Source: an optimization exercise on an open RTL-to-GDS flow (aim: small area and a short achievable clock period). Production flows keep margins and buffers that such runs may drop.
Only simulation tests tie the RTL to the original design; equivalence was not proved.
No activity file was given, so power comes from the tool's default toggle rates.

==> flow/design.v <==
package bus_pkg;
  localparam int AW_DEF = 8;
  localparam int DW_DEF = 8;
  localparam logic BUS_RD = 1'b1;
  localparam logic BUS_WR = 1'b0;
  typedef enum logic [1:0] {
    ST_IDLE  = 2'd0,
    ST_GRANT = 2'd1,
    ST_WAIT  = 2'd2,
    ST_ACK   = 2'd3
  } bus_state_e;
endpackage
module bus_ram #(
  parameter int DW    = 8,
  parameter int NRING = 50
) (
  input  logic            clk,
  input  logic [7:0]      ins_hi_n,
  input  logic [7:0]      ins_lo_n,
  input  logic [7:0]      keep_hi,
  input  logic [7:0]      keep_lo,
  input  logic [DW-1:0]   ins_data,
  input  logic [7:0]      rd_lo0,
  input  logic [7:0]      rd_lo2,
  output logic [7*DW-1:0] rd_grp
);
  localparam int NGRP = (NRING + 7) / 8;
  logic [DW-1:0] pos0 [64];
  logic [DW-1:0] pos2 [64];
  for (genvar r = 0; r < 64; r++) begin : g_ring
    if (r < NRING) begin : g_on
      logic [4*DW-1:0] ring_q;
      logic            ins_here;
      logic            keep;
      assign ins_here = !(ins_hi_n[r/8] || ins_lo_n[r%8]);
      assign keep     = !(keep_hi[r/8] && keep_lo[r%8]);
      always_ff @(posedge clk) begin
        ring_q <= {ring_q[3*DW-1:0],
                   ~(({DW{keep}} & ring_q[4*DW-1:3*DW]) | ({DW{ins_here}} & ins_data))};
      end
      assign pos0[r] = ring_q[DW-1:0];
      assign pos2[r] = ring_q[3*DW-1:2*DW];
    end else begin : g_off
      assign pos0[r] = {DW{1'b0}};
      assign pos2[r] = {DW{1'b0}};
    end
  end
  always_comb begin
    logic [DW-1:0] grp;
    rd_grp = {7*DW{1'b0}};
    for (int k = 0; k < NGRP; k++) begin
      grp = {DW{1'b0}};
      for (int j = 0; j < 8; j++) begin
        grp = grp | ({DW{rd_lo0[j]}} & pos0[8*k+j]) | ({DW{rd_lo2[j]}} & pos2[8*k+j]);
      end
      rd_grp[k*DW +: DW] = grp;
    end
  end
endmodule
module bus_responder #(
  parameter int AW    = bus_pkg::AW_DEF,
  parameter int DW    = bus_pkg::DW_DEF,
  parameter int DEPTH = 200,
  parameter int WAIT  = 2
) (
  input  logic          clk,
  input  logic          rst,
  input  logic          mreq,
  output logic          mgrnt,
  input  logic          mas,
  input  logic          mrw,
  input  logic [AW-1:0] maddr,
  input  logic [DW-1:0] mwdata,
  output logic [DW-1:0] mrdata,
  output logic          mrdy,
  output logic          merr
);
  localparam int NRING = DEPTH / 4;
  typedef struct packed {
    logic          valid;
    logic [AW-1:0] addr;
    logic [DW-1:0] data;
    logic          drain;
    logic [DW-1:0] ins_data;
    logic [7:0]    ins_hi;
    logic [7:0]    ins_lo;
  } wb_next_t;
  typedef struct packed {
    logic       pol;
    logic [7:0] hi;
    logic [7:0] lo0;
    logic [7:0] lo2;
    logic       even;
  } rd_next_t;
  logic s_grant, s_w1, s_w2, s_ack;
  logic s_idle;
  logic          rw_r;
  logic          oor_r;
  logic          wr_ok_r;
  logic [AW-1:0] addr_r;
  logic [DW-1:0] wdata_r;
  logic [2:0]    phase_r;
  logic [3:0]    t_drain_r;    
  logic [3:0]    t_ipol_r;     
  logic [3:0]    t_rp0_r;      
  logic [3:0]    t_rp1_r;      
  logic [3:0]    t_rpol_r;     
  logic          wb_valid_r;
  logic [AW-1:0] wb_addr_r;
  logic [DW-1:0] wb_data_r;
  logic          drain_r;
  logic [DW-1:0] ins_data_r;
  logic [7:0]    ins_hi_n_r;
  logic [7:0]    ins_lo_n_r;
  logic [7:0]    keep_hi_r;
  logic [7:0]    keep_lo_r;
  logic          cap_r;
  logic          fwd_r;
  logic          rd_pol_r;
  logic [7:0]    rd_hi_r;
  logic [7:0]    rd_lo0_r;
  logic [7:0]    rd_lo2_r;
  logic [7*DW-1:0] grp_r;
  logic            hfwd_r;
  logic            hpol_r;
  logic          mgrnt_r;
  logic          mrdy_r;
  logic          merr_r;
  logic [DW-1:0] mrdata_r;
  logic            strobe_s;
  logic            oor_s;
  logic            wcommit_s;
  wb_next_t        wb_c_s;
  wb_next_t        wb_n_s;
  wb_next_t        wb_s;
  rd_next_t        rd_m_s;
  rd_next_t        rd_a_s;
  logic [7*DW-1:0] ram_grp_s;
  logic [DW-1:0]   rd_word_s;
  assign s_idle   = !(s_grant || s_w1 || s_w2 || s_ack);
  assign strobe_s = s_grant && mas;
  assign oor_s    = oor_r;
  always_ff @(posedge clk) begin
    if (rst) begin
      s_grant <= 1'b0;
      s_w1    <= 1'b0;
      s_w2    <= 1'b0;
      s_ack   <= 1'b0;
    end else begin
      s_grant <= ((s_idle || s_ack) && mreq) || (s_grant && !mas && mreq);
      s_w1    <= strobe_s;
      s_w2    <= s_w1;
      s_ack   <= s_w2;
    end
  end
  always_ff @(posedge clk) begin
    if (strobe_s) begin
      rw_r    <= mrw;
      addr_r  <= maddr;
      wdata_r <= mwdata;
      oor_r   <= ({1'b0, maddr} >= (AW+1)'(DEPTH));
      wr_ok_r <= (mrw == bus_pkg::BUS_WR) && ({1'b0, maddr} < (AW+1)'(DEPTH));
    end
  end
  always_ff @(posedge clk) begin
    phase_r <= phase_r + 3'd1;
  end
  always_ff @(posedge clk) begin
    for (int k = 0; k < 4; k++) begin
      t_drain_r[k] <= (2'(k) + phase_r[1:0] + 2'd1) == 2'd2;
      t_ipol_r[k]  <= 1'((3'(k) + phase_r + 3'd3) >> 2);
      t_rp0_r[k]   <= 1'(2'(k) + phase_r[1:0] + 2'd2);
      t_rp1_r[k]   <= 1'((2'(k) + phase_r[1:0] + 2'd2) >> 1);
      t_rpol_r[k]  <= 1'((3'(k) + phase_r + 3'd2) >> 2);
    end
  end
  function automatic wb_next_t wb_next(input logic          commit,
                                       input logic          valid,
                                       input logic          drain,
                                       input logic [AW-1:0] wb_addr,
                                       input logic [DW-1:0] wb_data,
                                       input logic [AW-1:0] addr,
                                       input logic [DW-1:0] data,
                                       input logic [3:0]    t_drain,
                                       input logic [3:0]    t_ipol);
    wb_next_t n;
    n.valid    = commit || (valid && !drain);
    n.addr     = commit ? addr : wb_addr;
    n.data     = commit ? data : wb_data;
    n.drain    = n.valid && t_drain[n.addr[1:0]];
    n.ins_data = n.data ^ {DW{!t_ipol[n.addr[1:0]]}};
    for (int k = 0; k < 8; k++) begin
      n.ins_hi[k] = n.drain && (n.addr[7:5] == 3'(k));
      n.ins_lo[k] = (n.addr[4:2] == 3'(k));
    end
    wb_next = n;
  endfunction
  assign wcommit_s = s_w2 && wr_ok_r && !rst;
  assign wb_c_s = wb_next(1'b1, wb_valid_r, drain_r, wb_addr_r, wb_data_r,
                          addr_r, wdata_r, t_drain_r, t_ipol_r);
  assign wb_n_s = wb_next(1'b0, wb_valid_r, drain_r, wb_addr_r, wb_data_r,
                          addr_r, wdata_r, t_drain_r, t_ipol_r);
  assign wb_s   = wcommit_s ? wb_c_s : wb_n_s;
  always_ff @(posedge clk) begin
    wb_valid_r <= wb_s.valid;
    wb_addr_r  <= wb_s.addr;
    wb_data_r  <= wb_s.data;
    drain_r    <= wb_s.drain;
    ins_data_r <= wb_s.ins_data;
    ins_hi_n_r <= ~wb_s.ins_hi;
    ins_lo_n_r <= ~wb_s.ins_lo;
    keep_hi_r  <= wb_s.ins_hi;
    keep_lo_r  <= wb_s.ins_lo;
  end
  function automatic rd_next_t rd_next(input logic [AW-1:0] addr,
                                       input logic [3:0]    t_rp0,
                                       input logic [3:0]    t_rp1,
                                       input logic [3:0]    t_rpol);
    rd_next_t   n;
    logic [1:0] rpos;
    rpos  = {t_rp1[addr[1:0]], t_rp0[addr[1:0]]};
    n.pol = t_rpol[addr[1:0]];
    for (int k = 0; k < 8; k++) begin
      n.hi[k]  = (addr[7:5] == 3'(k));
      n.lo0[k] = (addr[4:2] == 3'(k)) && !rpos[1];
      n.lo2[k] = (addr[4:2] == 3'(k)) && rpos[1];
    end
    n.even = !rpos[0];
    rd_next = n;
  endfunction
  assign rd_m_s = rd_next(maddr, t_rp0_r, t_rp1_r, t_rpol_r);
  assign rd_a_s = rd_next(addr_r, t_rp0_r, t_rp1_r, t_rpol_r);
  always_ff @(posedge clk) begin
    if (strobe_s) begin
      cap_r    <= rd_m_s.even;
      fwd_r    <= wb_n_s.valid && (wb_n_s.addr == maddr);
      rd_pol_r <= rd_m_s.pol;
      rd_hi_r  <= rd_m_s.hi;
      rd_lo0_r <= rd_m_s.lo0;
      rd_lo2_r <= rd_m_s.lo2;
    end else begin
      cap_r    <= s_w1 && rd_a_s.even;
      fwd_r    <= wb_n_s.valid && (wb_n_s.addr == addr_r);
      rd_pol_r <= rd_a_s.pol;
      rd_hi_r  <= rd_a_s.hi;
      rd_lo0_r <= rd_a_s.lo0;
      rd_lo2_r <= rd_a_s.lo2;
    end
  end
  bus_ram #(
    .DW    (DW),
    .NRING (NRING)
  ) u_ram (
    .clk      (clk),
    .ins_hi_n (ins_hi_n_r),
    .ins_lo_n (ins_lo_n_r),
    .keep_hi  (keep_hi_r),
    .keep_lo  (keep_lo_r),
    .ins_data (ins_data_r),
    .rd_lo0   (rd_lo0_r),
    .rd_lo2   (rd_lo2_r),
    .rd_grp   (ram_grp_s)
  );
  always_ff @(posedge clk) begin
    if (cap_r) begin
      grp_r  <= ram_grp_s;
      hfwd_r <= fwd_r;
      hpol_r <= rd_pol_r;
    end
  end
  always_comb begin
    logic [DW-1:0] w;
    w = {DW{1'b0}};
    for (int k = 0; k < 7; k++) begin
      w = w | ({DW{rd_hi_r[k]}} & grp_r[k*DW +: DW]);
    end
    rd_word_s = hfwd_r ? wb_data_r : (w ^ {DW{hpol_r}});
  end
  always_ff @(posedge clk) begin
    if (rst) begin
      mgrnt_r  <= 1'b0;
      mrdy_r   <= 1'b0;
      merr_r   <= 1'b0;
      mrdata_r <= {DW{1'b0}};
    end else begin
      mgrnt_r <= !s_idle;
      mrdy_r  <= s_ack;
      merr_r  <= s_ack && oor_s;
      if (s_ack && rw_r == bus_pkg::BUS_RD) begin
        mrdata_r <= oor_s ? {DW{1'b0}} : rd_word_s;
      end
    end
  end
  assign mgrnt  = mgrnt_r;
  assign mrdy   = mrdy_r;
  assign merr   = merr_r;
  assign mrdata = mrdata_r;
endmodule
export LEC_CHECK = 0
export ABC_CLOCK_PERIOD_IN_PS = 2500
export CAP_MARGIN = 20
export CORE_MARGIN = 2
export CORE_UTILIZATION = 60
export CTS_CLUSTER_DIAMETER = 80
export CTS_CLUSTER_SIZE = 28
export SETUP_SLACK_MARGIN = 2.0
export SLEW_MARGIN = 20
create_clock -name core_clock -period 4.0 [get_ports {clk}]
run.sh (not shown) runs the stock make flow with config.mk's settings and CLKGATE_MAP_FILE= SYNTH_SCRIPT=/design/flow/synth_recipe.tcl, a recipe that flattens the netlist after the stock synthesis.
Change:
--- a/flow/design.v
+++ b/flow/design.v
@@ -97,17 +97,12 @@
   logic          rw_r;
   logic          oor_r;
   logic          wr_ok_r;
   logic [AW-1:0] addr_r;
   logic [DW-1:0] wdata_r;
   logic [2:0]    phase_r;
-  logic [3:0]    t_drain_r;    
-  logic [3:0]    t_ipol_r;     
-  logic [3:0]    t_rp0_r;      
-  logic [3:0]    t_rp1_r;      
-  logic [3:0]    t_rpol_r;     
   logic          wb_valid_r;
   logic [AW-1:0] wb_addr_r;
   logic [DW-1:0] wb_data_r;
   logic          drain_r;
   logic [DW-1:0] ins_data_r;
   logic [7:0]    ins_hi_n_r;
@@ -162,47 +157,48 @@
       wr_ok_r <= (mrw == bus_pkg::BUS_WR) && ({1'b0, maddr} < (AW+1)'(DEPTH));
     end
   end
   always_ff @(posedge clk) begin
     phase_r <= phase_r + 3'd1;
   end
-  always_ff @(posedge clk) begin
-    for (int k = 0; k < 4; k++) begin
-      t_drain_r[k] <= (2'(k) + phase_r[1:0] + 2'd1) == 2'd2;
-      t_ipol_r[k]  <= 1'((3'(k) + phase_r + 3'd3) >> 2);
-      t_rp0_r[k]   <= 1'(2'(k) + phase_r[1:0] + 2'd2);
-      t_rp1_r[k]   <= 1'((2'(k) + phase_r[1:0] + 2'd2) >> 1);
-      t_rpol_r[k]  <= 1'((3'(k) + phase_r + 3'd2) >> 2);
-    end
-  end
+  function automatic logic sum_bit(input logic [1:0] slot,
+                                   input logic [2:0] phase,
+                                   input int         off,
+                                   input int         b);
+    logic r;
+    r = 1'b0;
+    for (int i = 0; i < 32; i++) begin
+      if ({slot, phase} == 5'(i)) r = 1'((((i >> 3) + (i & 7) + off) >> b) & 1);
+    end
+    sum_bit = r;
+  endfunction
   function automatic wb_next_t wb_next(input logic          commit,
                                        input logic          valid,
                                        input logic          drain,
                                        input logic [AW-1:0] wb_addr,
                                        input logic [DW-1:0] wb_data,
                                        input logic [AW-1:0] addr,
                                        input logic [DW-1:0] data,
-                                       input logic [3:0]    t_drain,
-                                       input logic [3:0]    t_ipol);
+                                       input logic [2:0]    phase);
     wb_next_t n;
     n.valid    = commit || (valid && !drain);
     n.addr     = commit ? addr : wb_addr;
     n.data     = commit ? data : wb_data;
-    n.drain    = n.valid && t_drain[n.addr[1:0]];
-    n.ins_data = n.data ^ {DW{!t_ipol[n.addr[1:0]]}};
+    n.drain    = n.valid && sum_bit(n.addr[1:0], phase, 0, 1) && !sum_bit(n.addr[1:0], phase, 0, 0);
+    n.ins_data = n.data ^ {DW{!sum_bit(n.addr[1:0], phase, 2, 2)}};
     for (int k = 0; k < 8; k++) begin
       n.ins_hi[k] = n.drain && (n.addr[7:5] == 3'(k));
       n.ins_lo[k] = (n.addr[4:2] == 3'(k));
     end
     wb_next = n;
   endfunction
   assign wcommit_s = s_w2 && wr_ok_r && !rst;
   assign wb_c_s = wb_next(1'b1, wb_valid_r, drain_r, wb_addr_r, wb_data_r,
-                          addr_r, wdata_r, t_drain_r, t_ipol_r);
+                          addr_r, wdata_r, phase_r);
   assign wb_n_s = wb_next(1'b0, wb_valid_r, drain_r, wb_addr_r, wb_data_r,
-                          addr_r, wdata_r, t_drain_r, t_ipol_r);
+                          addr_r, wdata_r, phase_r);
   assign wb_s   = wcommit_s ? wb_c_s : wb_n_s;
   always_ff @(posedge clk) begin
     wb_valid_r <= wb_s.valid;
     wb_addr_r  <= wb_s.addr;
     wb_data_r  <= wb_s.data;
     drain_r    <= wb_s.drain;
@@ -210,29 +206,27 @@
     ins_hi_n_r <= ~wb_s.ins_hi;
     ins_lo_n_r <= ~wb_s.ins_lo;
     keep_hi_r  <= wb_s.ins_hi;
     keep_lo_r  <= wb_s.ins_lo;
   end
   function automatic rd_next_t rd_next(input logic [AW-1:0] addr,
-                                       input logic [3:0]    t_rp0,
-                                       input logic [3:0]    t_rp1,
-                                       input logic [3:0]    t_rpol);
+                                       input logic [2:0]    phase);
     rd_next_t   n;
     logic [1:0] rpos;
-    rpos  = {t_rp1[addr[1:0]], t_rp0[addr[1:0]]};
-    n.pol = t_rpol[addr[1:0]];
+    rpos  = {sum_bit(addr[1:0], phase, 1, 1), sum_bit(addr[1:0], phase, 1, 0)};
+    n.pol = sum_bit(addr[1:0], phase, 1, 2);
     for (int k = 0; k < 8; k++) begin
       n.hi[k]  = (addr[7:5] == 3'(k));
       n.lo0[k] = (addr[4:2] == 3'(k)) && !rpos[1];
       n.lo2[k] = (addr[4:2] == 3'(k)) && rpos[1];
     end
     n.even = !rpos[0];
     rd_next = n;
   endfunction
-  assign rd_m_s = rd_next(maddr, t_rp0_r, t_rp1_r, t_rpol_r);
-  assign rd_a_s = rd_next(addr_r, t_rp0_r, t_rp1_r, t_rpol_r);
+  assign rd_m_s = rd_next(maddr, phase_r);
+  assign rd_a_s = rd_next(addr_r, phase_r);
   always_ff @(posedge clk) begin
     if (strobe_s) begin
       cap_r    <= rd_m_s.even;
       fwd_r    <= wb_n_s.valid && (wb_n_s.addr == maddr);
       rd_pol_r <= rd_m_s.pol;
       rd_hi_r  <= rd_m_s.hi;
Worst setup slack degrades by 98 ps.
Non-clock buffer count rose by 40.
Total power decreases slightly.
Synthesized cell count came out higher slightly.
Final area came out higher slightly.
Hold slack got worse by 5.1 ps.

port drivers added, routing unchanged:
The flow's constraints put no driver on any port. The routed layouts listed below were extracted and timed again, unchanged, in two steps. Step 1, drivers: a clkbuf_16 drives clk and a buf_2 each remaining input, both assumed. Step 2 moves the port delays by t, midway between the first and last clock arrival at a register: inputs arrive t later, outputs are due t later. That takes back most of the time a late clock gives input paths. Three values: ideal, step 1, step 2; two values: the first two.
| run | shift t [ns] | slack for setup (ns) | worst data-port slew with drivers (ns) |
|---|---|---|---|
| the first run | 0.724 | 1.895 / 1.895 / 1.398 | 0.04 |
| the second run | 0.725 | 1.797 / 1.797 / 1.230 | 0.06 |
After both steps every run listed still meets setup and hold. The setup slack of the second run, which loses most, moves by 0.000 ns with the drivers and by -0.567 ns with both steps.
